This design comes from an exercise in tuning for small area on the open sky130 flow, not from production work.
Function was checked by simulation only, so behaviour that the tests miss may differ from the original.
Power and IR drop assume default switching activity.

==> flow/design.v <==
module matrix_alu #(
    parameter int ELEM_W     = 16,
    parameter int MUL_CYCLES = 16
) (
    input  logic                 Clk,
    input  logic                 nReset,
    input  logic                 start,
    input  logic [2:0]           opcode,
    input  logic [16*ELEM_W-1:0] operandA,
    input  logic [16*ELEM_W-1:0] operandB,
    output logic [16*ELEM_W-1:0] result,
    output logic                 busy,
    output logic                 done,
    output logic                 err
);
    localparam logic [2:0] OP_ADD = 3'b000;
    localparam logic [2:0] OP_SUB = 3'b001;
    localparam logic [2:0] OP_TRN = 3'b010;
    localparam logic [2:0] OP_SCL = 3'b011;
    localparam logic [2:0] OP_MUL = 3'b100;
    localparam logic [1:0] S_IDLE = 2'd0;
    localparam logic [1:0] S_BUSY = 2'd1;
    localparam logic [1:0] S_DONE = 2'd2;
    logic [15:0] x_q   [16];
    logic [15:0] b_q   [16];
    logic [15:0] r_q   [4];
    logic [15:0] acc_q [4];
    logic [1:0]  st_q;
    logic [7:0]  cnt_q;
    logic [2:0]  op_q;
    logic        valid_q;
    logic        err_q;
    logic        lap_q;
    logic        idle_q, nidle_q;    
    wire idle   = idle_q;
    wire accept = start & idle;
    wire legal  = (opcode <= OP_MUL);
    wire ld     = start & idle_q & legal;
    wire ldn    = ~start | nidle_q | ~legal;
    wire [3:0] ph = cnt_q[3:0];
    wire [15:0] x0 = x_q[0] ^ {16{~cnt_q[0]}};
    wire [15:0] b0 = b_q[0] ^ {16{~cnt_q[0]}};
    wire [7:0] n  = cnt_q;
    wire [3:0]  rv = n[7:4];
    logic [1:0] m_row;
    logic [1:0] m_kind;                         
    always_comb begin
        case (rv)
            4'd1:  begin m_row = 2'd0; m_kind = 2'd0; end
            4'd2:  begin m_row = 2'd0; m_kind = 2'd1; end
            4'd3:  begin m_row = 2'd0; m_kind = 2'd2; end
            4'd4:  begin m_row = 2'd1; m_kind = 2'd0; end
            4'd5:  begin m_row = 2'd1; m_kind = 2'd1; end
            4'd6:  begin m_row = 2'd1; m_kind = 2'd2; end
            4'd7:  begin m_row = 2'd2; m_kind = 2'd0; end
            4'd8:  begin m_row = 2'd2; m_kind = 2'd1; end
            4'd9:  begin m_row = 2'd2; m_kind = 2'd2; end
            4'd10: begin m_row = 2'd3; m_kind = 2'd0; end
            4'd11: begin m_row = 2'd3; m_kind = 2'd1; end
            4'd12: begin m_row = 2'd3; m_kind = 2'd2; end
            default: begin m_row = 2'd3; m_kind = 2'd3; end
        endcase
    end
    wire        m_first = (m_kind == 2'd0) && (ph[3:2] == 2'd0);   
    wire        m_cwr   = (m_kind == 2'd2) && (ph[3:2] == m_row);
    wire        m_fill  = (m_kind[1]) && (ph[3:2] == (m_row + 2'd1));
    wire        m_last  = (n == 8'd208);
    logic t_visit;
    always_comb begin
        case (n)
            8'd1, 8'd3, 8'd4, 8'd6, 8'd8, 8'd12, 8'd18, 8'd25,
            8'd33, 8'd35, 8'd36, 8'd38,
            8'd49, 8'd52, 8'd55, 8'd59, 8'd66, 8'd72, 8'd77, 8'd78,
            8'd81, 8'd84, 8'd87, 8'd91: t_visit = 1'b1;
            default: t_visit = 1'b0;
        endcase
    end
    wire s_load = (n == 8'd15);
    wire s_shft = (n >= 8'd15) && (n <= 8'd18);
    wire s_hi   = (rv == 4'd2);
    wire s_lo   = (rv == 4'd3);
    wire ew_pass = (n[7:5] == 3'd0);
    wire is_busy = (st_q == S_BUSY);
    wire op_ill  = op_q[2] & (op_q[1] | op_q[0]);
    logic        x_sel_r, x_one, x_neg;    
    logic        y_sel_b, y_sel_x;         
    logic        a_sel_x, a_sel_acc;       
    logic        a_klo, a_khi;             
    logic        hsel;                      
    logic        xwr;                       
    logic        rsh;                       
    logic        rin_b, rin_r;              
    logic        fin;                       
    always_comb begin
        x_sel_r   = 1'b0;
        x_one     = 1'b0;
        x_neg     = 1'b0;
        y_sel_b   = 1'b0;
        y_sel_x   = 1'b0;
        a_sel_x   = 1'b0;
        a_sel_acc = 1'b0;
        a_klo     = 1'b1;
        a_khi     = 1'b1;
        hsel      = 1'b0;
        xwr       = 1'b0;
        rsh       = 1'b0;
        rin_b     = 1'b0;
        rin_r     = 1'b0;
        fin       = 1'b0;
        if (is_busy) begin
            if (op_ill) begin
                xwr = !valid_q;
                fin = (ph == 4'd0) && lap_q;
            end else begin
                case (op_q)
                    OP_ADD, OP_SUB: begin
                        a_sel_x = 1'b1;
                        y_sel_b = 1'b1;
                        x_one   = (op_q == OP_ADD);
                        x_neg   = (op_q == OP_SUB);
                        hsel    = n[4];
                        xwr     = ew_pass;
                        fin     = (n == 8'd32);
                    end
                    OP_TRN: begin
                        x_sel_r = 1'b1;
                        rsh     = t_visit;
                        xwr     = t_visit;
                        fin     = (n == 8'd96);
                    end
                    OP_SCL: begin
                        x_sel_r = 1'b1;
                        y_sel_x = 1'b1;
                        rsh     = s_shft;
                        rin_b   = s_load;
                        a_sel_x = 1'b1;
                        hsel    = s_hi;
                        a_khi   = s_lo;
                        a_klo   = s_hi;
                        xwr     = s_hi | s_lo;
                        fin     = (n == 8'd64);
                    end
                    default: begin  
                        y_sel_b   = 1'b1;
                        if (!m_kind[1]) begin
                            x_sel_r   = 1'b1;
                            a_sel_acc = !m_first;
                            hsel      = m_kind[0];
                            rsh       = (ph[1:0] == 2'd3);
                            rin_r     = 1'b1;
                        end else begin
                            a_sel_acc = 1'b1;
                            xwr       = m_cwr;
                            rsh       = m_fill;
                        end
                        fin = m_last;
                    end
                endcase
            end
        end
    end
    logic [15:0] mx, my, ma, mac;
    logic [15:0] mxs;
    logic [7:0]  y8;
    assign mxs = hsel ? {mx[7:0], 8'd0} : mx;
    assign y8  = hsel ? my[15:8] : my[7:0];
    logic t1, t2, t3, t4, t5, t6, t7, t8, t9, t10, t11, t12, t13, t14, t15, t16, t17, t18, t19, t20, t21, t22, t23, t24, t25, t26, t27, t28, t29, t30, t31, t32, t33, t34, t35, t36, t37, t38, t39, t40, t41, t42, t43, t44, t45, t46, t47, t48, t49, t50, t51, t52, t53, t54, t55, t56, t57, t58, t59, t60, t61, t62, t63, t64, t65, t66, t67, t68, t69, t70, t71, t72, t73, t74, t75, t76, t77, t78, t79, t80, t81, t82, t83, t84, t85, t86, t87, t88, t89, t90, t91, t92, t93, t94, t95, t96, t97, t98, t99, t100, t101, t102, t103, t104, t105, t106, t107, t108, t109, t110, t111, t112, t113, t114, t115, t116, t117, t118, t119, t120, t121, t122, t123, t124, t125, t126, t127, t128, t129, t130, t131, t132, t133, t134, t135, t136, t137, t138, t139, t140, t141, t142, t143, t144, t145, t146, t147, t148, t149, t150, t151, t152, t153, t154, t155, t156, t157, t158, t159, t160, t161, t162, t163, t164, t165, t166, t167, t168, t169, t170, t171, t172, t173, t174, t175, t176, t177, t178, t179, t180, t181, t182, t183, t184, t185, t186, t187, t188, t189, t190, t191, t192;
    assign t1 = (mxs[0] & y8[5]) ^ (mxs[1] & y8[4]);
    assign t2 = (mxs[0] & y8[5]) & (mxs[1] & y8[4]);
    assign t3 = (mxs[0] & y8[6]) ^ (mxs[1] & y8[5]) ^ (mxs[2] & y8[4]);
    assign t4 = ((mxs[0] & y8[6]) & (mxs[1] & y8[5])) | ((mxs[0] & y8[6]) & (mxs[2] & y8[4])) | ((mxs[1] & y8[5]) & (mxs[2] & y8[4]));
    assign t5 = (mxs[3] & y8[3]) ^ (mxs[4] & y8[2]);
    assign t6 = (mxs[3] & y8[3]) & (mxs[4] & y8[2]);
    assign t7 = (mxs[0] & y8[7]) ^ (mxs[1] & y8[6]) ^ (mxs[2] & y8[5]);
    assign t8 = ((mxs[0] & y8[7]) & (mxs[1] & y8[6])) | ((mxs[0] & y8[7]) & (mxs[2] & y8[5])) | ((mxs[1] & y8[6]) & (mxs[2] & y8[5]));
    assign t9 = (mxs[3] & y8[4]) ^ (mxs[4] & y8[3]) ^ (mxs[5] & y8[2]);
    assign t10 = ((mxs[3] & y8[4]) & (mxs[4] & y8[3])) | ((mxs[3] & y8[4]) & (mxs[5] & y8[2])) | ((mxs[4] & y8[3]) & (mxs[5] & y8[2]));
    assign t11 = (mxs[6] & y8[1]) ^ (mxs[7] & y8[0]);
    assign t12 = (mxs[6] & y8[1]) & (mxs[7] & y8[0]);
    assign t13 = (mxs[1] & y8[7]) ^ (mxs[2] & y8[6]) ^ (mxs[3] & y8[5]);
    assign t14 = ((mxs[1] & y8[7]) & (mxs[2] & y8[6])) | ((mxs[1] & y8[7]) & (mxs[3] & y8[5])) | ((mxs[2] & y8[6]) & (mxs[3] & y8[5]));
    assign t15 = (mxs[4] & y8[4]) ^ (mxs[5] & y8[3]) ^ (mxs[6] & y8[2]);
    assign t16 = ((mxs[4] & y8[4]) & (mxs[5] & y8[3])) | ((mxs[4] & y8[4]) & (mxs[6] & y8[2])) | ((mxs[5] & y8[3]) & (mxs[6] & y8[2]));
    assign t17 = (mxs[7] & y8[1]) ^ (mxs[8] & y8[0]) ^ ma[8];
    assign t18 = ((mxs[7] & y8[1]) & (mxs[8] & y8[0])) | ((mxs[7] & y8[1]) & ma[8]) | ((mxs[8] & y8[0]) & ma[8]);
    assign t19 = (mxs[2] & y8[7]) ^ (mxs[3] & y8[6]) ^ (mxs[4] & y8[5]);
    assign t20 = ((mxs[2] & y8[7]) & (mxs[3] & y8[6])) | ((mxs[2] & y8[7]) & (mxs[4] & y8[5])) | ((mxs[3] & y8[6]) & (mxs[4] & y8[5]));
    assign t21 = (mxs[5] & y8[4]) ^ (mxs[6] & y8[3]) ^ (mxs[7] & y8[2]);
    assign t22 = ((mxs[5] & y8[4]) & (mxs[6] & y8[3])) | ((mxs[5] & y8[4]) & (mxs[7] & y8[2])) | ((mxs[6] & y8[3]) & (mxs[7] & y8[2]));
    assign t23 = (mxs[8] & y8[1]) ^ (mxs[9] & y8[0]) ^ ma[9];
    assign t24 = ((mxs[8] & y8[1]) & (mxs[9] & y8[0])) | ((mxs[8] & y8[1]) & ma[9]) | ((mxs[9] & y8[0]) & ma[9]);
    assign t25 = (mxs[3] & y8[7]) ^ (mxs[4] & y8[6]) ^ (mxs[5] & y8[5]);
    assign t26 = ((mxs[3] & y8[7]) & (mxs[4] & y8[6])) | ((mxs[3] & y8[7]) & (mxs[5] & y8[5])) | ((mxs[4] & y8[6]) & (mxs[5] & y8[5]));
    assign t27 = (mxs[6] & y8[4]) ^ (mxs[7] & y8[3]) ^ (mxs[8] & y8[2]);
    assign t28 = ((mxs[6] & y8[4]) & (mxs[7] & y8[3])) | ((mxs[6] & y8[4]) & (mxs[8] & y8[2])) | ((mxs[7] & y8[3]) & (mxs[8] & y8[2]));
    assign t29 = (mxs[9] & y8[1]) ^ (mxs[10] & y8[0]) ^ ma[10];
    assign t30 = ((mxs[9] & y8[1]) & (mxs[10] & y8[0])) | ((mxs[9] & y8[1]) & ma[10]) | ((mxs[10] & y8[0]) & ma[10]);
    assign t31 = (mxs[4] & y8[7]) ^ (mxs[5] & y8[6]) ^ (mxs[6] & y8[5]);
    assign t32 = ((mxs[4] & y8[7]) & (mxs[5] & y8[6])) | ((mxs[4] & y8[7]) & (mxs[6] & y8[5])) | ((mxs[5] & y8[6]) & (mxs[6] & y8[5]));
    assign t33 = (mxs[7] & y8[4]) ^ (mxs[8] & y8[3]) ^ (mxs[9] & y8[2]);
    assign t34 = ((mxs[7] & y8[4]) & (mxs[8] & y8[3])) | ((mxs[7] & y8[4]) & (mxs[9] & y8[2])) | ((mxs[8] & y8[3]) & (mxs[9] & y8[2]));
    assign t35 = (mxs[10] & y8[1]) ^ (mxs[11] & y8[0]) ^ ma[11];
    assign t36 = ((mxs[10] & y8[1]) & (mxs[11] & y8[0])) | ((mxs[10] & y8[1]) & ma[11]) | ((mxs[11] & y8[0]) & ma[11]);
    assign t37 = (mxs[5] & y8[7]) ^ (mxs[6] & y8[6]) ^ (mxs[7] & y8[5]);
    assign t38 = ((mxs[5] & y8[7]) & (mxs[6] & y8[6])) | ((mxs[5] & y8[7]) & (mxs[7] & y8[5])) | ((mxs[6] & y8[6]) & (mxs[7] & y8[5]));
    assign t39 = (mxs[8] & y8[4]) ^ (mxs[9] & y8[3]) ^ (mxs[10] & y8[2]);
    assign t40 = ((mxs[8] & y8[4]) & (mxs[9] & y8[3])) | ((mxs[8] & y8[4]) & (mxs[10] & y8[2])) | ((mxs[9] & y8[3]) & (mxs[10] & y8[2]));
    assign t41 = (mxs[11] & y8[1]) ^ (mxs[12] & y8[0]) ^ ma[12];
    assign t42 = ((mxs[11] & y8[1]) & (mxs[12] & y8[0])) | ((mxs[11] & y8[1]) & ma[12]) | ((mxs[12] & y8[0]) & ma[12]);
    assign t43 = (mxs[6] & y8[7]) ^ (mxs[7] & y8[6]) ^ (mxs[8] & y8[5]);
    assign t44 = ((mxs[6] & y8[7]) & (mxs[7] & y8[6])) | ((mxs[6] & y8[7]) & (mxs[8] & y8[5])) | ((mxs[7] & y8[6]) & (mxs[8] & y8[5]));
    assign t45 = (mxs[9] & y8[4]) ^ (mxs[10] & y8[3]) ^ (mxs[11] & y8[2]);
    assign t46 = ((mxs[9] & y8[4]) & (mxs[10] & y8[3])) | ((mxs[9] & y8[4]) & (mxs[11] & y8[2])) | ((mxs[10] & y8[3]) & (mxs[11] & y8[2]));
    assign t47 = (mxs[12] & y8[1]) ^ (mxs[13] & y8[0]) ^ ma[13];
    assign t48 = ((mxs[12] & y8[1]) & (mxs[13] & y8[0])) | ((mxs[12] & y8[1]) & ma[13]) | ((mxs[13] & y8[0]) & ma[13]);
    assign t49 = (mxs[7] & y8[7]) ^ (mxs[8] & y8[6]) ^ (mxs[9] & y8[5]);
    assign t50 = ((mxs[7] & y8[7]) & (mxs[8] & y8[6])) | ((mxs[7] & y8[7]) & (mxs[9] & y8[5])) | ((mxs[8] & y8[6]) & (mxs[9] & y8[5]));
    assign t51 = (mxs[10] & y8[4]) ^ (mxs[11] & y8[3]) ^ (mxs[12] & y8[2]);
    assign t52 = ((mxs[10] & y8[4]) & (mxs[11] & y8[3])) | ((mxs[10] & y8[4]) & (mxs[12] & y8[2])) | ((mxs[11] & y8[3]) & (mxs[12] & y8[2]));
    assign t53 = (mxs[13] & y8[1]) ^ (mxs[14] & y8[0]) ^ ma[14];
    assign t54 = ((mxs[13] & y8[1]) & (mxs[14] & y8[0])) | ((mxs[13] & y8[1]) & ma[14]) | ((mxs[14] & y8[0]) & ma[14]);
    assign t55 = (mxs[8] & y8[7]) ^ (mxs[9] & y8[6]) ^ (mxs[10] & y8[5]);
    assign t56 = (mxs[11] & y8[4]) ^ (mxs[12] & y8[3]) ^ (mxs[13] & y8[2]);
    assign t57 = (mxs[14] & y8[1]) ^ (mxs[15] & y8[0]) ^ ma[15];
    assign t58 = (mxs[0] & y8[3]) ^ (mxs[1] & y8[2]);
    assign t59 = (mxs[0] & y8[3]) & (mxs[1] & y8[2]);
    assign t60 = (mxs[0] & y8[4]) ^ (mxs[1] & y8[3]) ^ (mxs[2] & y8[2]);
    assign t61 = ((mxs[0] & y8[4]) & (mxs[1] & y8[3])) | ((mxs[0] & y8[4]) & (mxs[2] & y8[2])) | ((mxs[1] & y8[3]) & (mxs[2] & y8[2]));
    assign t62 = (mxs[3] & y8[1]) ^ (mxs[4] & y8[0]);
    assign t63 = (mxs[3] & y8[1]) & (mxs[4] & y8[0]);
    assign t64 = (mxs[2] & y8[3]) ^ (mxs[3] & y8[2]) ^ (mxs[4] & y8[1]);
    assign t65 = ((mxs[2] & y8[3]) & (mxs[3] & y8[2])) | ((mxs[2] & y8[3]) & (mxs[4] & y8[1])) | ((mxs[3] & y8[2]) & (mxs[4] & y8[1]));
    assign t66 = (mxs[5] & y8[0]) ^ ma[5] ^ t1;
    assign t67 = ((mxs[5] & y8[0]) & ma[5]) | ((mxs[5] & y8[0]) & t1) | (ma[5] & t1);
    assign t68 = (mxs[5] & y8[1]) ^ (mxs[6] & y8[0]) ^ ma[6];
    assign t69 = ((mxs[5] & y8[1]) & (mxs[6] & y8[0])) | ((mxs[5] & y8[1]) & ma[6]) | ((mxs[6] & y8[0]) & ma[6]);
    assign t70 = t3 ^ t5 ^ t2;
    assign t71 = (t3 & t5) | (t3 & t2) | (t5 & t2);
    assign t72 = ma[7] ^ t7 ^ t9;
    assign t73 = (ma[7] & t7) | (ma[7] & t9) | (t7 & t9);
    assign t74 = t11 ^ t4 ^ t6;
    assign t75 = (t11 & t4) | (t11 & t6) | (t4 & t6);
    assign t76 = t13 ^ t15 ^ t17;
    assign t77 = (t13 & t15) | (t13 & t17) | (t15 & t17);
    assign t78 = t8 ^ t10 ^ t12;
    assign t79 = (t8 & t10) | (t8 & t12) | (t10 & t12);
    assign t80 = t19 ^ t21 ^ t23;
    assign t81 = (t19 & t21) | (t19 & t23) | (t21 & t23);
    assign t82 = t14 ^ t16 ^ t18;
    assign t83 = (t14 & t16) | (t14 & t18) | (t16 & t18);
    assign t84 = t25 ^ t27 ^ t29;
    assign t85 = (t25 & t27) | (t25 & t29) | (t27 & t29);
    assign t86 = t20 ^ t22 ^ t24;
    assign t87 = (t20 & t22) | (t20 & t24) | (t22 & t24);
    assign t88 = t31 ^ t33 ^ t35;
    assign t89 = (t31 & t33) | (t31 & t35) | (t33 & t35);
    assign t90 = t26 ^ t28 ^ t30;
    assign t91 = (t26 & t28) | (t26 & t30) | (t28 & t30);
    assign t92 = t37 ^ t39 ^ t41;
    assign t93 = (t37 & t39) | (t37 & t41) | (t39 & t41);
    assign t94 = t32 ^ t34 ^ t36;
    assign t95 = (t32 & t34) | (t32 & t36) | (t34 & t36);
    assign t96 = t43 ^ t45 ^ t47;
    assign t97 = (t43 & t45) | (t43 & t47) | (t45 & t47);
    assign t98 = t38 ^ t40 ^ t42;
    assign t99 = (t38 & t40) | (t38 & t42) | (t40 & t42);
    assign t100 = t49 ^ t51 ^ t53;
    assign t101 = (t49 & t51) | (t49 & t53) | (t51 & t53);
    assign t102 = t44 ^ t46 ^ t48;
    assign t103 = (t44 & t46) | (t44 & t48) | (t46 & t48);
    assign t104 = t55 ^ t56 ^ t57;
    assign t105 = t50 ^ t52 ^ t54;
    assign t106 = (mxs[0] & y8[2]) ^ (mxs[1] & y8[1]);
    assign t107 = (mxs[0] & y8[2]) & (mxs[1] & y8[1]);
    assign t108 = (mxs[2] & y8[1]) ^ (mxs[3] & y8[0]) ^ ma[3];
    assign t109 = ((mxs[2] & y8[1]) & (mxs[3] & y8[0])) | ((mxs[2] & y8[1]) & ma[3]) | ((mxs[3] & y8[0]) & ma[3]);
    assign t110 = ma[4] ^ t60 ^ t62;
    assign t111 = (ma[4] & t60) | (ma[4] & t62) | (t60 & t62);
    assign t112 = t64 ^ t66 ^ t61;
    assign t113 = (t64 & t66) | (t64 & t61) | (t66 & t61);
    assign t114 = t68 ^ t70 ^ t65;
    assign t115 = (t68 & t70) | (t68 & t65) | (t70 & t65);
    assign t116 = t72 ^ t74 ^ t69;
    assign t117 = (t72 & t74) | (t72 & t69) | (t74 & t69);
    assign t118 = t76 ^ t78 ^ t73;
    assign t119 = (t76 & t78) | (t76 & t73) | (t78 & t73);
    assign t120 = t80 ^ t82 ^ t77;
    assign t121 = (t80 & t82) | (t80 & t77) | (t82 & t77);
    assign t122 = t84 ^ t86 ^ t81;
    assign t123 = (t84 & t86) | (t84 & t81) | (t86 & t81);
    assign t124 = t88 ^ t90 ^ t85;
    assign t125 = (t88 & t90) | (t88 & t85) | (t90 & t85);
    assign t126 = t92 ^ t94 ^ t89;
    assign t127 = (t92 & t94) | (t92 & t89) | (t94 & t89);
    assign t128 = t96 ^ t98 ^ t93;
    assign t129 = (t96 & t98) | (t96 & t93) | (t98 & t93);
    assign t130 = t100 ^ t102 ^ t97;
    assign t131 = (t100 & t102) | (t100 & t97) | (t102 & t97);
    assign t132 = t104 ^ t105 ^ t101;
    assign t133 = (mxs[0] & y8[1]) ^ (mxs[1] & y8[0]);
    assign t134 = (mxs[0] & y8[1]) & (mxs[1] & y8[0]);
    assign t135 = (mxs[2] & y8[0]) ^ ma[2] ^ t106;
    assign t136 = ((mxs[2] & y8[0]) & ma[2]) | ((mxs[2] & y8[0]) & t106) | (ma[2] & t106);
    assign t137 = t58 ^ t108 ^ t107;
    assign t138 = (t58 & t108) | (t58 & t107) | (t108 & t107);
    assign t139 = t59 ^ t110 ^ t109;
    assign t140 = (t59 & t110) | (t59 & t109) | (t110 & t109);
    assign t141 = t63 ^ t112 ^ t111;
    assign t142 = (t63 & t112) | (t63 & t111) | (t112 & t111);
    assign t143 = t67 ^ t114 ^ t113;
    assign t144 = (t67 & t114) | (t67 & t113) | (t114 & t113);
    assign t145 = t71 ^ t116 ^ t115;
    assign t146 = (t71 & t116) | (t71 & t115) | (t116 & t115);
    assign t147 = t75 ^ t118 ^ t117;
    assign t148 = (t75 & t118) | (t75 & t117) | (t118 & t117);
    assign t149 = t79 ^ t120 ^ t119;
    assign t150 = (t79 & t120) | (t79 & t119) | (t120 & t119);
    assign t151 = t83 ^ t122 ^ t121;
    assign t152 = (t83 & t122) | (t83 & t121) | (t122 & t121);
    assign t153 = t87 ^ t124 ^ t123;
    assign t154 = (t87 & t124) | (t87 & t123) | (t124 & t123);
    assign t155 = t91 ^ t126 ^ t125;
    assign t156 = (t91 & t126) | (t91 & t125) | (t126 & t125);
    assign t157 = t95 ^ t128 ^ t127;
    assign t158 = (t95 & t128) | (t95 & t127) | (t128 & t127);
    assign t159 = t99 ^ t130 ^ t129;
    assign t160 = (t99 & t130) | (t99 & t129) | (t130 & t129);
    assign t161 = t103 ^ t132 ^ t131;
    assign t162 = (mxs[0] & y8[0]) ^ ma[0];
    assign t163 = (mxs[0] & y8[0]) & ma[0];
    assign t164 = ma[1] ^ t133 ^ t163;
    assign t165 = (ma[1] & t133) | (ma[1] & t163) | (t133 & t163);
    assign t166 = t135 ^ t134 ^ t165;
    assign t167 = (t135 & t134) | (t135 & t165) | (t134 & t165);
    assign t168 = t137 ^ t136 ^ t167;
    assign t169 = (t137 & t136) | (t137 & t167) | (t136 & t167);
    assign t170 = t139 ^ t138 ^ t169;
    assign t171 = (t139 & t138) | (t139 & t169) | (t138 & t169);
    assign t172 = t141 ^ t140 ^ t171;
    assign t173 = (t141 & t140) | (t141 & t171) | (t140 & t171);
    assign t174 = t143 ^ t142 ^ t173;
    assign t175 = (t143 & t142) | (t143 & t173) | (t142 & t173);
    assign t176 = t145 ^ t144 ^ t175;
    assign t177 = (t145 & t144) | (t145 & t175) | (t144 & t175);
    assign t178 = t147 ^ t146 ^ t177;
    assign t179 = (t147 & t146) | (t147 & t177) | (t146 & t177);
    assign t180 = t149 ^ t148 ^ t179;
    assign t181 = (t149 & t148) | (t149 & t179) | (t148 & t179);
    assign t182 = t151 ^ t150 ^ t181;
    assign t183 = (t151 & t150) | (t151 & t181) | (t150 & t181);
    assign t184 = t153 ^ t152 ^ t183;
    assign t185 = (t153 & t152) | (t153 & t183) | (t152 & t183);
    assign t186 = t155 ^ t154 ^ t185;
    assign t187 = (t155 & t154) | (t155 & t185) | (t154 & t185);
    assign t188 = t157 ^ t156 ^ t187;
    assign t189 = (t157 & t156) | (t157 & t187) | (t156 & t187);
    assign t190 = t159 ^ t158 ^ t189;
    assign t191 = (t159 & t158) | (t159 & t189) | (t158 & t189);
    assign t192 = t161 ^ t160 ^ t191;
    assign mac = {t192, t190, t188, t186, t184, t182, t180, t178, t176, t174, t172, t170, t168, t166, t164, t162};
    always_comb begin
        if (x_sel_r)      mx = r_q[0];
        else if (x_one)   mx = 16'd1;
        else if (x_neg)   mx = 16'hffff;
        else              mx = 16'd0;
        if (y_sel_b)      my = b0;
        else if (y_sel_x) my = x0;
        else              my = 16'd1;
        if (a_sel_x)        ma = x0 & {{8{a_khi}}, {8{a_klo}}};
        else if (a_sel_acc) ma = acc_q[0];
        else                ma = 16'd0;
    end
    always_ff @(posedge Clk) begin
        for (int p = 0; p < 16; p++) begin
            x_q[p] <= ({16{ld}}  & ~operandA[255-16*p -: 16])
                    | ({16{ldn}} & ((p < 15) ? ~x_q[p+1] : (xwr ? (mac ^ {16{cnt_q[0]}}) : ~x_q[0])));
            b_q[p] <= ({16{ld}}  & ~operandB[255-16*p -: 16])
                    | ({16{ldn}} & ~b_q[(p+1)%16]);
        end
        if (rsh) begin
            for (int p = 0; p < 3; p++) r_q[p] <= r_q[p+1];
            r_q[3] <= rin_b ? b0 : (rin_r ? r_q[0] : x0);
        end
        for (int p = 0; p < 3; p++) acc_q[p] <= acc_q[p+1];
        acc_q[3] <= mac;
    end
    always_ff @(posedge Clk or negedge nReset) begin
        if (!nReset) begin
            st_q    <= S_IDLE;
            idle_q  <= 1'b1;
            nidle_q <= 1'b0;
            cnt_q   <= '0;
            op_q    <= '0;
            valid_q <= 1'b0;
            err_q   <= 1'b0;
            lap_q   <= 1'b0;
        end else begin
            cnt_q <= cnt_q + 8'd1;
            case (st_q)
                S_IDLE: begin
                    if (start) begin
                        st_q    <= S_BUSY;
                        idle_q  <= 1'b0;
                        nidle_q <= 1'b1;
                        op_q  <= opcode;
                        err_q <= !legal;
                        lap_q <= 1'b0;
                        if (legal) begin
                            cnt_q   <= '0;
                            valid_q <= 1'b1;
                        end
                    end
                end
                S_BUSY: begin
                    if (ph == 4'd0) lap_q <= 1'b1;
                    if (fin) begin
                        st_q <= S_DONE;
                        if (op_ill) valid_q <= 1'b1;
                    end
                end
                default: begin
                    st_q    <= S_IDLE;
                    idle_q  <= 1'b1;
                    nidle_q <= 1'b0;
                end
            endcase
        end
    end
    always_comb begin
        for (int p = 0; p < 16; p++) result[255-16*p -: 16] = x_q[(p+15)%16];
    end
    assign busy = (st_q == S_BUSY);
    assign done = (st_q == S_DONE);
    assign err  = err_q;
endmodule
==> flow/flow/run.sh <==
#!/bin/bash
set -euo pipefail
bash standard.sh \
  BUFFER_PORTS_ARGS="-buffer_cell sky130_fd_sc_hd__buf_1" \
  CTS_ARGS="-sink_clustering_enable -repair_clock_nets -buf_list sky130_fd_sc_hd__clkbuf_4 -sink_clustering_buffer sky130_fd_sc_hd__clkbuf_8 -sink_clustering_size 12 -sink_clustering_max_diameter 40 -dont_use_dummy_load" \
  finish > make_finish.log 2>&1
==> flow/standard.sh <==
#!/bin/bash
# synth_recipe.tcl (not shown) runs the flow's synth.tcl, then flattens the netlist and writes it again
# the make line also repeats each setting of config.mk as NAME=value (left out here)
make -C /OpenROAD-flow-scripts/flow DESIGN_CONFIG=/design/flow/config.mk WORK_HOME=/design/flow/orfs CLKGATE_MAP_FILE= SYNTH_SCRIPT=/design/flow/synth_recipe.tcl "${@:-finish}"
==> flow/config.mk <==
export PLATFORM = sky130hd
export DESIGN_NAME = matrix_alu
export DESIGN_NICKNAME = matrix_alu
export VERILOG_FILES = /design/flow/design.v
export SDC_FILE = /design/flow/constraint.sdc
export NUM_CORES = 4
export LEC_CHECK = 0
export CAP_MARGIN = 20
export CORE_AREA = 2 2 428 110
export DIE_AREA = 0 0 430 112
export PLACE_DENSITY = 0.9
export SLEW_MARGIN = 20
==> flow/constraint.sdc <==
create_clock -name core_clock -period 12.0 [get_ports {Clk}]
set_input_delay 2.4000 -clock core_clock [delete_from_list [all_inputs] [get_ports {Clk}]]
set_output_delay 2.4000 -clock core_clock [all_outputs]
set_load 0.01 [all_outputs]
==> flow_summary_export.csv, run 1 <==
group,metric,value,unit
detailed_routing,viasPerCell,6.27,
synth,synthFlopType,"dfxtp_1",
setup_path,path_class,"reg -> reg",
power_and_ir_drop,ir_worst_vdd,320,uV
place,dp_hpwl,81600,um
global_route,grt_pass1_vias,18900,
timing,worst_pin_slew,1.16,ns
timing,max_slew_margin,22.2,%
setup_path,r2r_slack,0.58,ns
timing,rsz0062_at_grt,"no",
detailed_routing,drt_iter0_markers,3469,
cts,cts_buffer_depth,3,
cts,ctsHoldBuffers,0,
detailed_routing,vias,20900,
place,io_buffers,776,
synth,syn_area,23000,um2
synth,ys_seq_area_share,60.4,%
setup_path,cpPeakStageDelay,0.54,ns
global_route,grt_max_degree,192,
detailed_routing,wire_per_inst,31.4,um
timing,setup_slack,0.577,ns
detailed_routing,routed_wl,104000,um
power_and_ir_drop,power.density,413,nW/um2
min_path,hold_path.class,"reg -> reg",
place,gp_congestion,1.19,
final_layout,drive_above_1_share,4.21,%
setup_path,crit_end,"x_q[15][15]$_DFF_P_",
setup_path,setup.worst_path.end_class,"flop",
floorplanning,row_count,39,
floorplanning,die_y,112,um
final_layout,syn_to_final_growth,18.2,%
timing,setup_violations,0,
setup_path,r2r_end,"x_q[15][15]$_DFF_P_",
detailed_routing,drc,0,
floorplanning,die_x,430,um
cts,clkLatencyLatePin,0.91,ns
timing,hold_viol,0,
cts,clock-sinks,658,
timing,finClkSkew,0.0709,ns
timing,finalSetupTns,0,ns
setup_path,rr_startpoint,"cnt_q[5]$_DFF_PN0_",
place,dp_slack,0.454,ns
flow_run,max_cap_violations,0,
synth,synth_warnings,5,
synth,synth_area_leaders,"dfxtp_1, o22ai_1, edfxtp_1",
synth,synth_edf_count,64,
synth,synthCells,1996,
floorplanning,start_util,51.0,%
outcome,outcome,"no timing/DRC/antenna violations",
detailed_routing,dr.pass1.iters,8,
floorplanning,core_area,45100,um2
power_and_ir_drop,p_leak,0.0100,uW
floorplanning,die_area,48200,um2
synth,synthDistinctLibCells,68,
cts,cts_tree,"built",
timing,timing.hold.ws,0.319,ns
setup_path,startpoint_type,"flop",
timing,max_freq,87.5,MHz
synth,synth_fp_nets,2615,
timing,fin_crit,11.42,ns
global_route,grt_use_total,41.9,%
setup_path,worst_ep_arrival_time,12.12,ns
setup_path,rr_worst_depth,35,
floorplanning,io_pins,777,
synth,synth_top_area_share,50.1,%
global_route,grt_pass1_wl,142000,um
timing,finalCritPeriodShare,95.2,%
setup_path,crit_path_frequent_cell,"fa_1",
global_route,antenna_found_initial,11,
final_layout,nNetsFinal,3330,
global_route,grt_overflow_total,0,
synth,syn_area_per_cell,11.5,um2
setup_path,slowest_stage,"mux4_2",
synth,async_flop_share,2.74,%
cts,clkTransAtPathRegs,0.10,ns
cts,htree_levels,2,
synth,synth.largest_area_cell,"dfxtp_1",
synth,synth_seq_cells,658,
cts,cts_resized,0,
timing,final_max_slew_viol_count,0,
setup_path,path_max_fanout,10,
cts,numCtsBuffers,61,
setup_path,cp_data_required_time,12.70,ns
cts,cts-root-buf,"clkbuf_4",
detailed_routing,ant_nets,0,
setup_path,cp-startpoint,"cnt_q[5]$_DFF_PN0_",
[critical path: cells and delay by family (launching register included)]
kind | cells | cell delay [ns]
adders and majority gates | 16 | 6.83
DFF | 1 | 0.46
xor gates and xnor gates | 8 | 1.55
and+or+nand+nor | 2 | 0.18
buffers and inverters | 3 | 0.48
muxes | 3 | 0.98
AOI/OAI and AO/OA | 3 | 0.74
[layer usage]
metal / share of wire, % / up-vias / wire, um / track usage (%)
met5: 0.17 / - / 180 / 2.03
met4: 2.0 / 8 / 2060 / 5.85
met3: 14 / 204 / 14500 / 14.8
met2: 41 / 1545 / 42700 / 58.6
met1: 43 / 10400 / 45000 / 63.1
li1: - / 8772 / - / -
[layout by cell type (no fill, tap or decap), types with 28 or more instances in the layout]
cell type	synthesis	routed
edfxtp_1	64	64
buf_1	4	775
nor2_1	86	85
o21ai_0	28	28
dfxtp_1	576	576
xnor2_1	45	45
o22ai_1	529	529
inv_1	75	75
clkbuf_8	0	56
fa_1	84	84
nand2_1	82	82
[worst min path at each step]
stage	startpoint	to	slack, ns	depth (start not counted)
2_1_floorplan	acc_q[1][0]$_DFF_P_	acc_q[0][0]$_DFF_P_	0.31	0
3_3_place_gp	acc_q[2][6]$_DFF_P_	acc_q[1][6]$_DFF_P_	0.31	0
3_5_place_dp	acc_q[3][2]$_DFF_P_	acc_q[2][2]$_DFF_P_	0.31	0
4_1_cts	acc_q[2][2]$_DFF_P_	acc_q[1][2]$_DFF_P_	0.32	0
5_1_grt	acc_q[3][5]$_DFF_P_	acc_q[2][5]$_DFF_P_	0.33	0
6_report	acc_q[2][2]$_DFF_P_	acc_q[1][2]$_DFF_P_	0.32	0
[power by group]
group	total, uW	internal [uW]	switching, uW
logic	5500	2160	3340
registers	4560	3480	1080
clock network	1180	429	750
total	11200	6070	5170
[cell families (layout without fill, tap and decap cells)]
group | Yosys count | after routing | share of synthesized area [%]
AO/OA/AOI/OAI | 683 | 683 | 19.4
adder cells (fa/ha/maj) | 101 | 101 | 8.23
AND/OR/NAND/NOR | 242 | 242 | 4.71
multiplexers | 19 | 19 | 0.897
XOR/XNOR | 62 | 62 | 2.52
buffers and inverters | 231 | 944 | 3.90
flip-flops | 658 | 658 | 60.4
other | 0 | 7 | 0
[cells in the mapped netlist, drive strengths merged, types with 4 or more instances]
master,n
a31oi,5
xnor2,46
edfxtp,64
a22o,12
a221o,18
inv,76
ha,17
nand2b,11
o211ai,6
xor2,14
a21oi,26
a22oi,29
dfxtp,576
o221ai,6
nor2,86
nor3,12
clkbuf,143
buf,11
o21ai,32
nor2b,14
nand2,82
dfrtp,17
nand3,13
fa,84
and2,8
o22ai,530
o31ai,4
mux2i,15
[flip-flops by register name, indices dropped and copies added (netlist names)]
name and flops:
acc_q 64, b_q 256, cnt_q 8, err_q 1, idle_q 1, lap_q 1
nidle_q 1, op_q 3, r_q 64, st_q 2, valid_q 1, x_q 256
[through the flow]
stage	power (uW)	cell area (um2)	util (%)	cells
after floorplan	7340	23000	-	1996
after global placement	9620	26400	58.4	3261
after detailed placement	9740	26400	58.4	3261
after CTS	11000	27200	60.2	3322
after global routing	11700	27200	60.3	3326
final	11200	27200	60.3	3331
[cell type report]
cell class | count | area [um2]
diodes | 7 | 17.5
inverters | 77 | 289
repair buffers | 806 | 3180
clock buffers | 61 | 808
multi-input cells | 1107 | 8250
well taps | 615 | 769
fillers | 3798 | 17900
flip-flops and latches | 658 | 13900
[repair_timing]
action	in CTS	in global routing
endpoints found under the setup margin	0	1
setup buffers	0	2
hold endpoints to repair	0	0
==> run 2, diff against run 1 <==
==> flow/flow/run.sh (replaced) <==
#!/bin/bash
set -euo pipefail
bash standard.sh \
  BUFFER_PORTS_ARGS="-buffer_cell sky130_fd_sc_hd__buf_1" \
  CTS_ARGS="-sink_clustering_enable -repair_clock_nets -buf_list sky130_fd_sc_hd__clkbuf_4 -sink_clustering_buffer sky130_fd_sc_hd__clkbuf_8 -sink_clustering_size 14 -sink_clustering_max_diameter 40 -dont_use_dummy_load" \
  finish > make_finish.log 2>&1
--- a/flow/config.mk
+++ b/flow/config.mk
@@ -8,5 +8,5 @@
 export CAP_MARGIN = 20
 export CORE_AREA = 2 2 428 110
 export DIE_AREA = 0 0 430 112
-export PLACE_DENSITY = 0.9
+export PLACE_DENSITY = 0.8
 export SLEW_MARGIN = 20
==> run 2 against run 1 <==
  * Hold slack worse by 0.029 ns
  * Critical endpoint unchanged
  * Critical path type unchanged
  * Worst setup slack got worse by 0.067 ns
  * Largest power group unchanged
  * Sequential power is essentially flat
==> flow_summary_export.csv, run 2 <==
group,metric,value,unit
synth,synth_seq_cells,658,
cts,clkLatencyLatePin,0.88,ns
timing,max_slew_margin,25.8,%
setup_path,startpoint_type,"flop",
floorplanning,die_area,48200,um2
setup_path,crit_path_frequent_cell,"fa_1",
setup_path,setup.worst_path.end_class,"flop",
global_route,grt_pass1_vias,19000,
power_and_ir_drop,power_frac_clock,9.9,%
cts,htree_levels,2,
synth,synthFlopType,"dfxtp_1",
setup_path,worst_ep_arrival_time,12.20,ns
final_layout,syn_to_final_growth,17.9,%
detailed_routing,routed_wl,102000,um
floorplanning,die_y,112,um
synth,synth_edf_count,64,
synth,syn_area,23000,um2
power_and_ir_drop,power.density,406,nW/um2
floorplanning,start_util,51.0,%
global_route,grt_overflow_total,0,
cts,cts_tree,"built",
setup_path,cpPeakStageDelay,0.56,ns
timing,final_max_slew_viol_count,0,
cts,clock-sinks,658,
final_layout,final_common_cell,"buf_1",
synth,syn_area_per_cell,11.5,um2
setup_path,path_max_fanout,7,
global_route,grt_pass1_wl,139000,um
final_layout,final_cells,3324,
global_route,grt_use_total,40.8,%
global_route,antenna_found_initial,16,
timing,hold_viol,0,
cts,numCtsBuffers,53,
setup_path,slowest_stage,"mux4_2",
setup_path,cp_data_required_time,12.71,ns
floorplanning,die_x,430,um
floorplanning,row_count,39,
power_and_ir_drop,internal-power,5980,uW
min_path,hold_path.class,"reg -> reg",
timing,setup_violations,0,
detailed_routing,vias,20600,
global_route,grt_max_degree,227,
place,dp_hpwl,78800,um
final_layout,drive_above_1_share,4.18,%
final_layout,reg_top3,"b_q x256, x_q x256",
synth,synthDistinctLibCells,68,
detailed_routing,dr.pass1.iters,6,
detailed_routing,viasPerCell,6.19,
place,io_buffers,776,
cts,clkTransAtPathRegs,0.09,ns
power_and_ir_drop,switching_share,45.7,%
synth,yosys-top-cells-count,"dfxtp_1, o22ai_1, clkbuf_1",
place,dp.cells,3261,
synth,ys_seq_area_share,60.4,%
setup_path,path_class,"reg -> reg",
timing,worst_pin_slew,1.11,ns
synth,synth_warnings,5,
place,dpl_cell_area,26400,um2
power_and_ir_drop,p_leak,0.00999,uW
timing,finClkSkew,0.110,ns
cts,cts_buffer_depth,3,
final_layout,final_area,27100,um2
synth,synth.largest_area_cell,"dfxtp_1",
final_layout,nNetsFinal,3323,
synth,yosysMostFrequentCell,"dfxtp_1",
detailed_routing,drt_iter0_markers,3158,
floorplanning,io_pins,777,
synth,async_flop_share,2.74,%
power_and_ir_drop,p_seq_share,41.1,%
timing,max_freq,87.0,MHz
synth,synth_fp_nets,2615,
detailed_routing,wire_per_inst,30.6,um
detailed_routing,ant_nets,0,
timing,finalCritPeriodShare,95.8,%
detailed_routing,drc,0,
power_and_ir_drop,power_frac_comb,49.0,%
place,gp_congestion,1.23,
flow_run,max_cap_violations,0,
timing,finalSetupTns,0,ns
power_and_ir_drop,ir_worst_vdd,236,uV
synth,synth_top_area_share,50.1,%
final_layout,final_cell_mix,"buf_1, dfxtp_1, o22ai_1",
cts,cts-root-buf,"clkbuf_4",
synth,synth_area_leaders,"dfxtp_1, o22ai_1, edfxtp_1",
outcome,outcome,"no timing/DRC/antenna violations",
synth,synthCells,1996,
floorplanning,core_area,45100,um2
power_and_ir_drop,p_switching,5030,uW
timing,fin_crit,11.49,ns
-- run 2: power groups by stage --
stage          logic, uW  registers [uW]  clock network, uW
2_1_floorplan       3200            4140                  0
3_3_place_gp        5070            4440                  0
3_5_place_dp        5200            4450                  0
4_1_cts             5250            4420               1090
5_1_grt             5740            4550               1170
6_report            5390            4530               1090
-- run 2: cell families after synthesis --
family                   after synthesis  share of synthesized area (%)
AO/OA/AOI/OAI                        683                           19.4
flip-flops                           658                           60.4
AND/OR/NAND/NOR                      242                           4.71
buffers and inverters                231                           3.90
adder cells (fa/ha/maj)              101                           8.23
XOR/XNOR                              62                           2.52
multiplexers                          19                          0.897
-- run 2: worst paths after layout --
path / from / end / slack [ns] / cells past startpoint
worst max-delay path: cnt_q[5]$_DFF_PN0_ / x_q[15][15]$_DFF_P_ / 0.51 / 34
worst min-delay path: acc_q[2][13]$_DFF_P_ / acc_q[1][13]$_DFF_P_ / 0.29 / 0
worst max register to register: cnt_q[5]$_DFF_PN0_ / x_q[15][15]$_DFF_P_ / 0.51 / 34
worst min register to register: acc_q[2][13]$_DFF_P_ / acc_q[1][13]$_DFF_P_ / 0.29 / 0
max in group asynchronous: nReset / idle_q$_DFFE_PN1P_ / 10.17 / 1
min in group asynchronous: nReset / cnt_q[1]$_DFF_PN0_ / 1.48 / 1
-- run 2: critical path, delay by kind of cell (launching register included) --
| family | cells | cell delay (ns) |
|---|---|---|
| buffers and inverters | 3 | 0.41 |
| muxes | 3 | 0.96 |
| AOI/OAI and AO/OA | 3 | 0.74 |
| DFF | 1 | 0.49 |
| xor gates and xnor gates | 8 | 1.65 |
| and+or+nand+nor | 1 | 0.17 |
| adders and majority gates | 16 | 6.90 |
-- run 2: layout make-up --
cell class / instances / area [um2]
Fill cell: 3865 / 18000
Sequential cell: 658 / 13900
Multi-Input combinational cell: 1107 / 8270
Timing Repair Buffer: 807 / 3200
Tap cell: 615 / 769
Clock buffer: 53 / 698
Inverter: 77 / 289
Antenna cell: 7 / 17.5
-- run 2: timing repair --
| item | CTS | global route |
|---|---|---|
| resized for setup | 0 | 8 |
| setup endpoints to repair | 0 | 1 |
| buffers inserted | 0 | 3 |
| hold buffers | 0 | 0 |
| endpoints found under the hold margin | 0 | 0 |
-- run 2: metal layers --
metal | up-vias | wire length (um) | global-route usage (%)
met3 | 219 | 13300 | 15.7
met2 | 1421 | 41800 | 56.9
li1 | 8748 | - | -
met1 | 10200 | 44200 | 60.1
met4 | 10 | 2230 | 7.35
met5 | - | 129 | 1.16
-- run 2: stage by stage --
step / power [uW] / utilization, % / setup slack [ns] / hold WS (ns)
after floorplan: 7340 / - / 1.03 / 0.310
after global placement: 9510 / 58.4 / 0.684 / 0.310
after detailed placement: 9640 / 58.4 / 0.442 / 0.312
after CTS: 10800 / 60.0 / 0.412 / 0.269
after global routing: 11500 / 60.1 / -0.0135 / 0.284
final: 11000 / 60.1 / 0.510 / 0.290
==> run 3, diff against run 2 <==
--- a/flow/config.mk
+++ b/flow/config.mk
@@ -8,5 +8,5 @@
 export CAP_MARGIN = 20
 export CORE_AREA = 2 2 428 110
 export DIE_AREA = 0 0 430 112
-export PLACE_DENSITY = 0.8
+export PLACE_DENSITY = 0.9
 export SLEW_MARGIN = 20
==> run 3 against run 2 <==
  * Count of clock-buffer cells in the layout unchanged
  * Fmax grew 0.31%
  * Area after synthesis unchanged
  * Via count rose by 0.80%
  * Sequential cell count stayed put
  * Combinational power increased by 2%
  * Sequential power is essentially flat
  * Cell area decreased by 0.16%
  * Hold slack improved by 0.034 ns
  * Final cell count is the same
  * Worst setup slack improved by 0.036 ns
  * Clock power is essentially flat
  * Highest routed layer unchanged
==> flow_summary_export.csv, run 3 <==
group,metric,value,unit
setup_path,path_class,"reg -> reg",
floorplanning,io_pins,777,
timing,hold_viol,0,
cts,clock-sinks,658,
cts,cts_buffer_depth,3,
cts,cts_tree,"built",
timing,finClkSkew,0.0887,ns
cts,clkTransAtPathRegs,0.10,ns
detailed_routing,drc,0,
synth,synth_edf_count,64,
setup_path,cp_data_required_time,12.64,ns
synth,yosys-top-cells-count,"dfxtp_1, o22ai_1, clkbuf_1",
setup_path,rr_worst_depth,38,
cts,numCtsBuffers,53,
synth,async_flop_share,2.74,%
cts,cts-root-buf,"clkbuf_4",
global_route,grt_use_total,41.8,%
setup_path,cp-startpoint,"cnt_q[5]$_DFF_PN0_",
cts,clkLatencyLatePin,0.88,ns
outcome,outcome,"no timing/DRC/antenna violations",
synth,syn_area,23000,um2
final_layout,reg_top3,"b_q x256, x_q x256",
synth,synthDistinctLibCells,68,
synth,synth_warnings,5,
detailed_routing,drt_iter0_markers,3307,
detailed_routing,routed_wl,104000,um
power_and_ir_drop,ir_worst_vdd,327,uV
place,gp_congestion,1.19,
timing,final_max_slew_viol_count,0,
detailed_routing,vias,20700,
synth,synth_seq_cells,658,
setup_path,r2r_slack,0.55,ns
place,io_buffers,776,
final_layout,syn_to_final_growth,17.7,%
setup_path,crit_path_frequent_cell,"fa_1",
timing,finalCritPeriodShare,95.5,%
synth,synth_area_leaders,"dfxtp_1, o22ai_1, edfxtp_1",
floorplanning,start_util,51.0,%
timing,finalSetupTns,0,ns
setup_path,cpPeakStageDelay,0.55,ns
synth,yosysMostFrequentCell,"dfxtp_1",
setup_path,slowest_stage,"mux4_2",
global_route,antenna_found_initial,11,
floorplanning,die_area,48200,um2
synth,synth_top_area_share,50.1,%
floorplanning,die_x,430,um
timing,max_slew_margin,20.8,%
flow_run,max_cap_violations,0,
place,dp_hpwl,81600,um
synth,synth.largest_area_cell,"dfxtp_1",
power_and_ir_drop,p_leak,0.00998,uW
global_route,grt_max_degree,192,
final_layout,final_common_cell,"buf_1",
floorplanning,core_area,45100,um2
timing,max_freq,87.3,MHz
floorplanning,die_y,112,um
detailed_routing,wire_per_inst,31.2,um
detailed_routing,ant_nets,0,
power_and_ir_drop,power.density,412,nW/um2
min_path,hold_path.class,"reg -> reg",
setup_path,crit_end,"x_q[15][15]$_DFF_P_",
timing,fin_crit,11.45,ns
timing,rsz0062_at_grt,"no",
setup_path,setup.worst_path.end_class,"flop",
synth,synth_fp_nets,2615,
detailed_routing,dr.pass1.iters,9,
setup_path,path_max_fanout,11,
final_layout,final_cell_mix,"buf_1, dfxtp_1, o22ai_1",
cts,htree_levels,2,
timing,worst_pin_slew,1.18,ns
final_layout,final_util,60.0,%
global_route,grt_overflow_total,0,
global_route,grt_pass1_vias,18900,
final_layout,nNetsFinal,3322,
setup_path,rr_startpoint,"cnt_q[5]$_DFF_PN0_",
synth,syn_area_per_cell,11.5,um2
cts,cts_resized,0,
detailed_routing,viasPerCell,6.24,
setup_path,startpoint_type,"flop",
synth,ys_seq_area_share,60.4,%
final_layout,drive_above_1_share,3.92,%
global_route,grt_pass1_wl,141000,um
setup_path,r2r_end,"x_q[15][15]$_DFF_P_",
setup_path,worst_ep_arrival_time,12.10,ns
floorplanning,row_count,39,
final_layout,fill_cells,3796,
timing,setup_violations,0,
synth,synthCells,1996,
synth,synthFlopType,"dfxtp_1",
-- run 3: cell counts after synthesis --
Identical to the previous run, type by type.
-- run 3: per-layer routing --
layer  GRT usage, %  vias up  share of wire (%)
met5           2.03        -               0.17
met4           5.77        8                1.6
met3           15.7      195                 14
met2           58.3     1519                 41
met1           62.4    10200                 43
li1               -     8763                  -
-- run 3: through the flow --
stage               worst slack (ns)  area (um2)  hold slack [ns]  total power [uW]  cells
global placement               0.719       26400            0.310              9620   3261
CTS                            0.366       27100            0.326             10900   3314
finish                         0.545       27100            0.325             11200   3324
detailed placement             0.454       26400            0.312              9740   3261
floorplan                       1.03       23000            0.310              7340   1996
global route                   0.107       27100            0.331             11600   3319
-- run 3: repair_timing --
item / 4_1_cts / 5_1_grt
hold buffers: 0 / 0
setup endpoints to repair: 0 / 1
buffers inserted: 0 / 2
-- run 3: worst min-delay path by stage --
| stage | startpoint | end | slack (ns) | cells past startpoint |
|---|---|---|---|---|
| after floorplan | acc_q[1][0]$_DFF_P_ | acc_q[0][0]$_DFF_P_ | 0.31 | 0 |
| after global placement | acc_q[2][6]$_DFF_P_ | acc_q[1][6]$_DFF_P_ | 0.31 | 0 |
| after detailed placement | acc_q[3][2]$_DFF_P_ | acc_q[2][2]$_DFF_P_ | 0.31 | 0 |
| after CTS | acc_q[3][3]$_DFF_P_ | acc_q[2][3]$_DFF_P_ | 0.33 | 0 |
| after global routing | acc_q[3][3]$_DFF_P_ | acc_q[2][3]$_DFF_P_ | 0.33 | 0 |
| final | acc_q[2][2]$_DFF_P_ | acc_q[1][2]$_DFF_P_ | 0.32 | 0 |
-- run 3: cell type report --
cell class | instances | area [um2] | area share [%]
Inverter | 77 | 289 | 1.07
Timing Repair Buffer | 806 | 3180 | 11.7
Multi-Input combinational cell | 1107 | 8250 | 30.4
Sequential cell | 658 | 13900 | 51.3
Antenna cell | 8 | 20.0 | 0.0739
Clock buffer | 53 | 698 | 2.58
Tap cell | 615 | 769 | 2.84
-- run 3: kinds of logic after synthesis --
family,count (synthesis),synth area share (%)
AO/OA/AOI/OAI,683,19.4
flip-flops,658,60.4
AND/OR/NAND/NOR,242,4.71
buffers and inverters,231,3.90
adder cells (fa/ha/maj),101,8.23
XOR/XNOR,62,2.52
multiplexers,19,0.897
-- run 3: power by group --
part | switching (uW) | leakage, uW | internal (uW) | total, uW
Combinational | 3330 | 0.00395 | 2160 | 5500
Clock | 723 | 0.000368 | 372 | 1090
Sequential | 1080 | 0.00566 | 3480 | 4560
Total | 5140 | 0.00998 | 6020 | 11200
-- run 3: worst max-delay path, delay by kind of cell (launching register included) --
family / cells / cell delay, ns
AOI/OAI and AO/OA: 3 / 0.73
xor gates and xnor gates: 8 / 1.50
adders and majority gates: 15 / 6.36
buffers and inverters: 7 / 0.97
DFF: 1 / 0.46
muxes: 3 / 0.97
and+or+nand+nor: 2 / 0.24
==> run 4, diff against run 3 <==
--- a/flow/config.mk
+++ b/flow/config.mk
@@ -8,5 +8,5 @@
 export CAP_MARGIN = 20
 export CORE_AREA = 2 2 428 110
 export DIE_AREA = 0 0 430 112
-export PLACE_DENSITY = 0.9
+export PLACE_DENSITY = 0.95
 export SLEW_MARGIN = 20
==> run 4 against run 3 <==
  * Routed wire length rose by 3.9%
  * Non-clock buffer count is 2 lower
  * Highest routed layer unchanged
  * Register-to-register slack improved by 0.04 ns
  * Utilization rose by 0.11 points
  * Clock skew up 0.060 ns
  * Critical path type unchanged
  * Clock power about the same
  * Area after synthesis unchanged
  * First-iteration DRC count up 8.8%
  * Sequential share of layout area is 0.092 points lower
  * Via count up 3.8%
  * Final cell count grew 0.36%
==> flow_summary_export.csv, run 4 <==
group,metric,value,unit
synth,synthCells,1996,
cts,clock-sinks,658,
min_path,min_path_cells,0,
final_layout,drive_above_1_share,3.93,%
synth,yosysMostFrequentCell,"dfxtp_1",
timing,fin_crit,11.42,ns
synth,synth_area_leaders,"dfxtp_1, o22ai_1, edfxtp_1",
flow_run,max_cap_violations,0,
timing,hold_viol,0,
cts,numCtsBuffers,54,
timing,final_max_slew_viol_count,0,
synth,synthDistinctLibCells,68,
final_layout,final_area,27200,um2
setup_path,slowest_stage,"mux4_2",
floorplanning,die_y,112,um
synth,syn_area_per_cell,11.5,um2
detailed_routing,wire_per_inst,32.3,um
power_and_ir_drop,p_total,11000,uW
place,gp_congestion,1.20,
min_path,hp-start,"acc_q[1][1]$_DFF_P_",
detailed_routing,drc,0,
setup_path,r2r_end,"x_q[15][15]$_DFF_P_",
timing,finClkSkew,0.149,ns
cts,clkTransAtPathRegs,0.09,ns
synth,synthMuxAreaShare,0.897,%
floorplanning,die_area,48200,um2
timing,rsz0062_at_grt,"no",
cts,clkLatencyLatePin,0.89,ns
setup_path,setup.worst_path.end_class,"flop",
place,dp_hpwl,85800,um
final_layout,final_common_cell,"buf_1",
synth,synth_top_area_share,50.1,%
global_route,grt_overflow_total,0,
synth,synth_seq_cells,658,
synth,yosys-top-cells-count,"dfxtp_1, o22ai_1, clkbuf_1",
synth,synth_top_family_by_area,"compound AO/OA/AOI/OAI gates",
timing,finalCritPeriodShare,95.1,%
global_route,antenna_found_initial,18,
power_and_ir_drop,ir_worst_vdd,208,uV
cts,cts-root-buf,"clkbuf_4",
final_layout,syn_to_final_growth,17.9,%
detailed_routing,dr.pass1.iters,7,
place,dpl_cell_area,26300,um2
timing,max_slew_margin,20.3,%
synth,ys_seq_area_share,60.4,%
setup_path,rr_startpoint,"cnt_q[5]$_DFF_PN0_",
timing,setup_violations,0,
final_layout,multi_input_area,8250,um2
floorplanning,start_util,51.0,%
detailed_routing,vias,21500,
cts,cts_resized,0,
floorplanning,core_area,45100,um2
synth,synthFlopType,"dfxtp_1",
cts,cts_buffer_depth,3,
setup_path,crit_buf_inv,4,
setup_path,path_class,"reg -> reg",
synth,synth.largest_area_cell,"dfxtp_1",
outcome,outcome,"no timing/DRC/antenna violations",
synth,async_flop_share,2.74,%
global_route,grt_use_total,43.5,%
detailed_routing,viasPerCell,6.45,
setup_path,startpoint_type,"flop",
timing,timing.hold.ws,0.227,ns
floorplanning,row_count,39,
floorplanning,die_x,430,um
synth,synth_fp_nets,2615,
synth,syn_area,23000,um2
timing,max_freq,87.6,MHz
min_path,holdPathEnd,"acc_q[0][1]$_DFF_P_",
timing,worst_pin_slew,1.18,ns
min_path,hold_path.class,"reg -> reg",
global_route,met2_usage,55.8,%
timing,finalSetupTns,0,ns
final_layout,seq_area,13900,um2
detailed_routing,routed_wl,108000,um
synth,synth_edf_count,64,
place,io_buffers,776,
global_route,top_usage_layer,"met1",
global_route,grtUsageMet1,61.4,%
cts,htree_levels,2,
global_route,grt_pass1_vias,18900,
synth,synthXorXnorAreaFrac,2.52,%
global_route,grt_max_degree,197,
synth,synth_warnings,5,
final_layout,reg_top3,"b_q x256, x_q x256",
final_layout,final_cell_mix,"buf_1, dfxtp_1, o22ai_1",
setup_path,cpPeakStageDelay,0.55,ns
power_and_ir_drop,p_leak,0.00998,uW
setup_path,rr_worst_depth,36,
setup_path,crit_path_frequent_cell,"fa_1",
global_route,grtUsageMet3,25.9,%
synth,synth_compound_gate_area_share,19.4,%
detailed_routing,drt_iter0_markers,3599,
setup_path,r2r_slack,0.58,ns
cts,cts_tree,"built",
setup_path,path_max_fanout,7,
synth,synth_adder_area_share,8.23,%
final_layout,fill_cells,3806,
power_and_ir_drop,power.density,406,nW/um2
setup_path,worst_ep_arrival_time,12.04,ns
detailed_routing,ant_nets,0,
final_layout,nNetsFinal,3321,
setup_path,cp_data_required_time,12.62,ns
floorplanning,io_pins,777,
synth,synth-simple-area-share,4.71,%
setup_path,cp_top_family,"adder cells",
global_route,grt_pass1_wl,145000,um
## run 4: cell types whose count changed in the layout (fill, tap and decap cells not counted)
cell	before	now
buf_4	27	23
nor2_2	0	2
nor2_1	85	83
o21ai_1	3	4
o21ai_2	1	0
buf_12	3	4
diode_2	8	21
clkbuf_8	48	49
buf_6	0	1
## run 4: final cells by class
type                       instances  share of cell area (%)
sequential                       658                    51.2
multi-input combinational       1107                    30.4
timing repair buffer             804                    11.7
tap                              615                    2.83
clock buffer                      54                    2.62
inverter                          77                    1.06
antenna                           21                   0.194
## run 4: worst max-delay path by stage
| stage | from | end | slack [ns] | cells past startpoint |
|---|---|---|---|---|
| after floorplan | cnt_q[5]$_DFF_PN0_ | x_q[15][15]$_DFF_P_ | 1.03 | 38 |
| after global placement | cnt_q[5]$_DFF_PN0_ | x_q[15][15]$_DFF_P_ | 0.72 | 35 |
| after detailed placement | cnt_q[5]$_DFF_PN0_ | x_q[15][15]$_DFF_P_ | 0.48 | 35 |
| after CTS | cnt_q[5]$_DFF_PN0_ | x_q[15][15]$_DFF_P_ | 0.45 | 35 |
| after global routing | cnt_q[5]$_DFF_PN0_ | x_q[15][15]$_DFF_P_ | 0.03 | 36 |
| final | cnt_q[5]$_DFF_PN0_ | x_q[15][15]$_DFF_P_ | 0.58 | 36 |
## run 4: per-stage QoR
step	worst slack (ns)	cells	utilization [%]
finish	0.582	3336	60.2
global route	0.0332	3317	60.1
CTS	0.447	3312	59.9
detailed placement	0.478	3258	58.4
global placement	0.722	3258	58.4
floorplan	1.03	1996	-
## run 4: kinds of logic (layout without fill, tap and decap cells)
family / Yosys count / after routing
fa+ha+maj: 101 / 101
compound gates: 683 / 683
other cells: 0 / 21
mux: 19 / 19
xor+xnor: 62 / 62
flops: 658 / 658
simple gates: 242 / 242
buf+inv: 231 / 935
## run 4: repair_timing
item / CTS / global route
hold buffers: 0 / 0
endpoints found under the setup margin: 0 / 1
buffers inserted: 0 / 3
## run 4: report_power, final
part | total (uW) | leakage [uW] | internal [uW] | switching, uW
Clock | 1100 | 0.000375 | 378 | 721
Combinational | 5360 | 0.00394 | 2090 | 3270
Sequential | 4570 | 0.00566 | 3480 | 1090
Total | 11000 | 0.00998 | 5950 | 5080
## run 4: layer usage
| metal | vias to the layer above | share of wire, % |
|---|---|---|
| li1 | 8758 | - |
| met1 | 10600 | 40 |
| met2 | 1852 | 38 |
| met3 | 329 | 19 |
| met4 | 18 | 2.9 |
| met5 | - | 0.43 |
==> run 5, diff against run 4 <==
==> flow/flow/run.sh (replaced) <==
#!/bin/bash
set -euo pipefail
bash standard.sh \
  BUFFER_PORTS_ARGS="-buffer_cell sky130_fd_sc_hd__buf_1" \
  CTS_ARGS="-sink_clustering_enable -repair_clock_nets -buf_list sky130_fd_sc_hd__clkbuf_4 -sink_clustering_buffer sky130_fd_sc_hd__clkbuf_8 -sink_clustering_size 14 -sink_clustering_max_diameter 50 -dont_use_dummy_load" \
  finish > make_finish.log 2>&1
--- a/flow/config.mk
+++ b/flow/config.mk
@@ -8,5 +8,5 @@
 export CAP_MARGIN = 20
 export CORE_AREA = 2 2 428 110
 export DIE_AREA = 0 0 430 112
-export PLACE_DENSITY = 0.95
+export PLACE_DENSITY = 0.9
 export SLEW_MARGIN = 20
==> run 5 against run 4 <==
  * Non-clock buffer count up 2
  * Sequential power hardly changed
  * Final cell count fell by 0.45%
  * Fmax decreased by 0.21%
  * Global-route usage shrank 1.7 points
==> flow_summary_export.csv, run 5 <==
group,metric,value,unit
outcome,outcome,"no timing/DRC/antenna violations",
setup_path,crit_path_frequent_cell,"fa_1",
final_layout,final_cell_mix,"buf_1, dfxtp_1, o22ai_1",
synth,synthCells,1996,
power_and_ir_drop,p_leak,0.00997,uW
synth,synth_seq_cells,658,
cts,ctsHoldBuffers,0,
synth,syn_area_per_cell,11.5,um2
cts,numCtsBuffers,52,
setup_path,cpPeakStageDelay,0.55,ns
timing,finalCritPeriodShare,95.3,%
final_layout,final_cells,3321,
global_route,antenna_found_initial,9,
floorplanning,row_count,39,
setup_path,slowest_stage,"mux4_2",
synth,yosysMostFrequentCell,"dfxtp_1",
detailed_routing,ant_nets,0,
setup_path,startpoint_type,"flop",
timing,max_slew_margin,25.7,%
detailed_routing,routed_wl,104000,um
cts,cts-root-buf,"clkbuf_4",
cts,cts_tree,"built",
setup_path,worst_ep_arrival_time,12.10,ns
timing,fin_crit,11.44,ns
cts,clock-sinks,658,
place,io_buffers,776,
floorplanning,start_util,51.0,%
floorplanning,core_area,45100,um2
synth,synth_edf_count,64,
final_layout,drive_above_1_share,3.89,%
final_layout,final_common_cell,"buf_1",
timing,finClkSkew,0.0775,ns
synth,synth_area_leaders,"dfxtp_1, o22ai_1, edfxtp_1",
place,dp_hpwl,81600,um
final_layout,reg_top3,"b_q x256, x_q x256",
synth,yosys-top-cells-count,"dfxtp_1, o22ai_1, clkbuf_1",
detailed_routing,viasPerCell,6.18,
synth,syn_area,23000,um2
place,gp_congestion,1.19,
synth,synth.largest_area_cell,"dfxtp_1",
setup_path,crit_end,"x_q[15][15]$_DFF_P_",
floorplanning,die_x,430,um
synth,synth_warnings,5,
final_layout,syn_to_final_growth,17.7,%
setup_path,rr_worst_depth,35,
global_route,grt_max_degree,192,
detailed_routing,drc,0,
setup_path,cp_data_required_time,12.66,ns
timing,final_max_slew_viol_count,0,
floorplanning,io_pins,777,
synth,synth_fp_nets,2615,
timing,worst_pin_slew,1.11,ns
detailed_routing,wire_per_inst,31.2,um
setup_path,r2r_end,"x_q[15][15]$_DFF_P_",
timing,rsz0062_at_grt,"no",
floorplanning,die_area,48200,um2
min_path,hold_path.class,"reg -> reg",
setup_path,setup.worst_path.end_class,"flop",
detailed_routing,dr.pass1.iters,7,
synth,async_flop_share,2.74,%
power_and_ir_drop,ir_worst_vdd,331,uV
place,dpl_cell_area,26400,um2
global_route,grt_pass1_vias,18900,
global_route,grt_use_total,41.8,%
timing,finalSetupTns,0,ns
synth,ys_seq_area_share,60.4,%
global_route,grt_overflow_total,0,
setup_path,r2r_slack,0.56,ns
setup_path,path_max_fanout,11,
place,dp.cells,3261,
global_route,grt_pass1_wl,141000,um
flow_run,max_cap_violations,0,
synth,synthDistinctLibCells,68,
power_and_ir_drop,power.density,411,nW/um2
timing,max_freq,87.4,MHz
final_layout,nNetsFinal,3321,
cts,clkTransAtPathRegs,0.11,ns
synth,synthFlopType,"dfxtp_1",
timing,timing.hold.ws,0.318,ns
timing,hold_viol,0,
cts,cts_buffer_depth,3,
cts,clkLatencyLatePin,0.88,ns
setup_path,cp-startpoint,"cnt_q[5]$_DFF_PN0_",
timing,setup_violations,0,
synth,synth_top_area_share,50.1,%
final_layout,final_util,60.0,%
detailed_routing,drt_iter0_markers,3260,
detailed_routing,vias,20500,
setup_path,path_class,"reg -> reg",
final_layout,final_area,27100,um2
cts,htree_levels,2,
setup_path,rr_startpoint,"cnt_q[5]$_DFF_PN0_",
floorplanning,die_y,112,um
[run 5: metrics by stage]
| step | total power (uW) | setup slack, ns |
|---|---|---|
| 4_1_cts | 10900 | 0.380 |
| 3_5_place_dp | 9740 | 0.454 |
| 6_report | 11100 | 0.558 |
| 3_3_place_gp | 9620 | 0.719 |
| 5_1_grt | 11600 | 0.116 |
| 2_1_floorplan | 7340 | 1.03 |
[run 5: metal layers]
layer / wire length [um] / part of all wire (%) / GRT usage [%] / vias to the layer above
met3: 13900 / 13 / 15.4 / 166
met1: 45300 / 44 / 62.5 / 10200
met4: 1560 / 1.5 / 4.91 / 8
met2: 42700 / 41 / 58.7 / 1415
met5: 169 / 0.16 / 2.03 / -
li1: - / - / - / 8751
[run 5: logic make-up after synthesis]
family	synth area share, %
buffers and inverters	3.90
XOR/XNOR	2.52
adder cells (fa/ha/maj)	8.23
flip-flops	60.4
multiplexers	0.897
AO/OA/AOI/OAI	19.4
AND/OR/NAND/NOR	4.71
[run 5: cell type report]
type	instances	area (um2)
Fill cell	3809	18100
Sequential cell	658	13900
Multi-Input combinational cell	1107	8250
Timing Repair Buffer	806	3180
Tap cell	615	769
Clock buffer	52	684
Inverter	77	289
Antenna cell	6	15.0
[run 5: timing repair]
action / 4_1_cts / 5_1_grt
hold endpoints to repair: 0 / 0
buffers inserted: 0 / 2
setup endpoints to repair: 0 / 1
resized for setup: 0 / 0
[run 5: where the power goes]
group	internal, uW	switching, uW	leakage [uW]
Clock	365	717	0.000361
Combinational	2160	3330	0.00395
Sequential	3480	1080	0.00566
Total	6010	5120	0.00997
[run 5: worst min path at each step]
stage	from	end	slack, ns	depth (start not counted)
after floorplan	acc_q[1][0]$_DFF_P_	acc_q[0][0]$_DFF_P_	0.31	0
after global placement	acc_q[2][6]$_DFF_P_	acc_q[1][6]$_DFF_P_	0.31	0
after detailed placement	acc_q[3][2]$_DFF_P_	acc_q[2][2]$_DFF_P_	0.31	0
after CTS	acc_q[3][10]$_DFF_P_	acc_q[2][10]$_DFF_P_	0.33	0
after global routing	acc_q[3][10]$_DFF_P_	acc_q[2][10]$_DFF_P_	0.33	0
final	acc_q[3][10]$_DFF_P_	acc_q[2][10]$_DFF_P_	0.32	0
[run 5: critical path, delay by kind of cell, from the launching register on]
kind / cells / cell delay, ns
adder cells (fa/ha/maj): 16 / 6.80
XOR/XNOR: 8 / 1.55
multiplexers: 3 / 0.99
AO/OA/AOI/OAI: 3 / 0.77
buffers and inverters: 3 / 0.48
flip-flops: 1 / 0.47
AND/OR/NAND/NOR: 2 / 0.17

[port drivers added, routing unchanged]
The flow's constraints put no driver on any port. The routed layouts listed below were extracted and timed again, unchanged, in two steps. Step 1 assumes that a clkbuf_16 drives the clock port and a buf_2 every other input. Step 2 times the ports against the registers' clock, not the clock port: input delays grow and output delays shrink by t, the midpoint of the rising clock arrivals with the driver on. a / b / c = no drivers / after step 1 / after step 2; a / b = the first two.
run | t (ns) | setup WS [ns]
run 1 | 0.942 | 0.577 / 0.577 / 0.577
run 2 | 0.895 | 0.510 / 0.510 / 0.510
run 3 | 0.894 | 0.545 / 0.545 / 0.545
run 4 | 0.891 | 0.582 / 0.582 / 0.582
run 5 | 0.907 | 0.558 / 0.558 / 0.558
After both steps setup and hold are still met in every run listed.
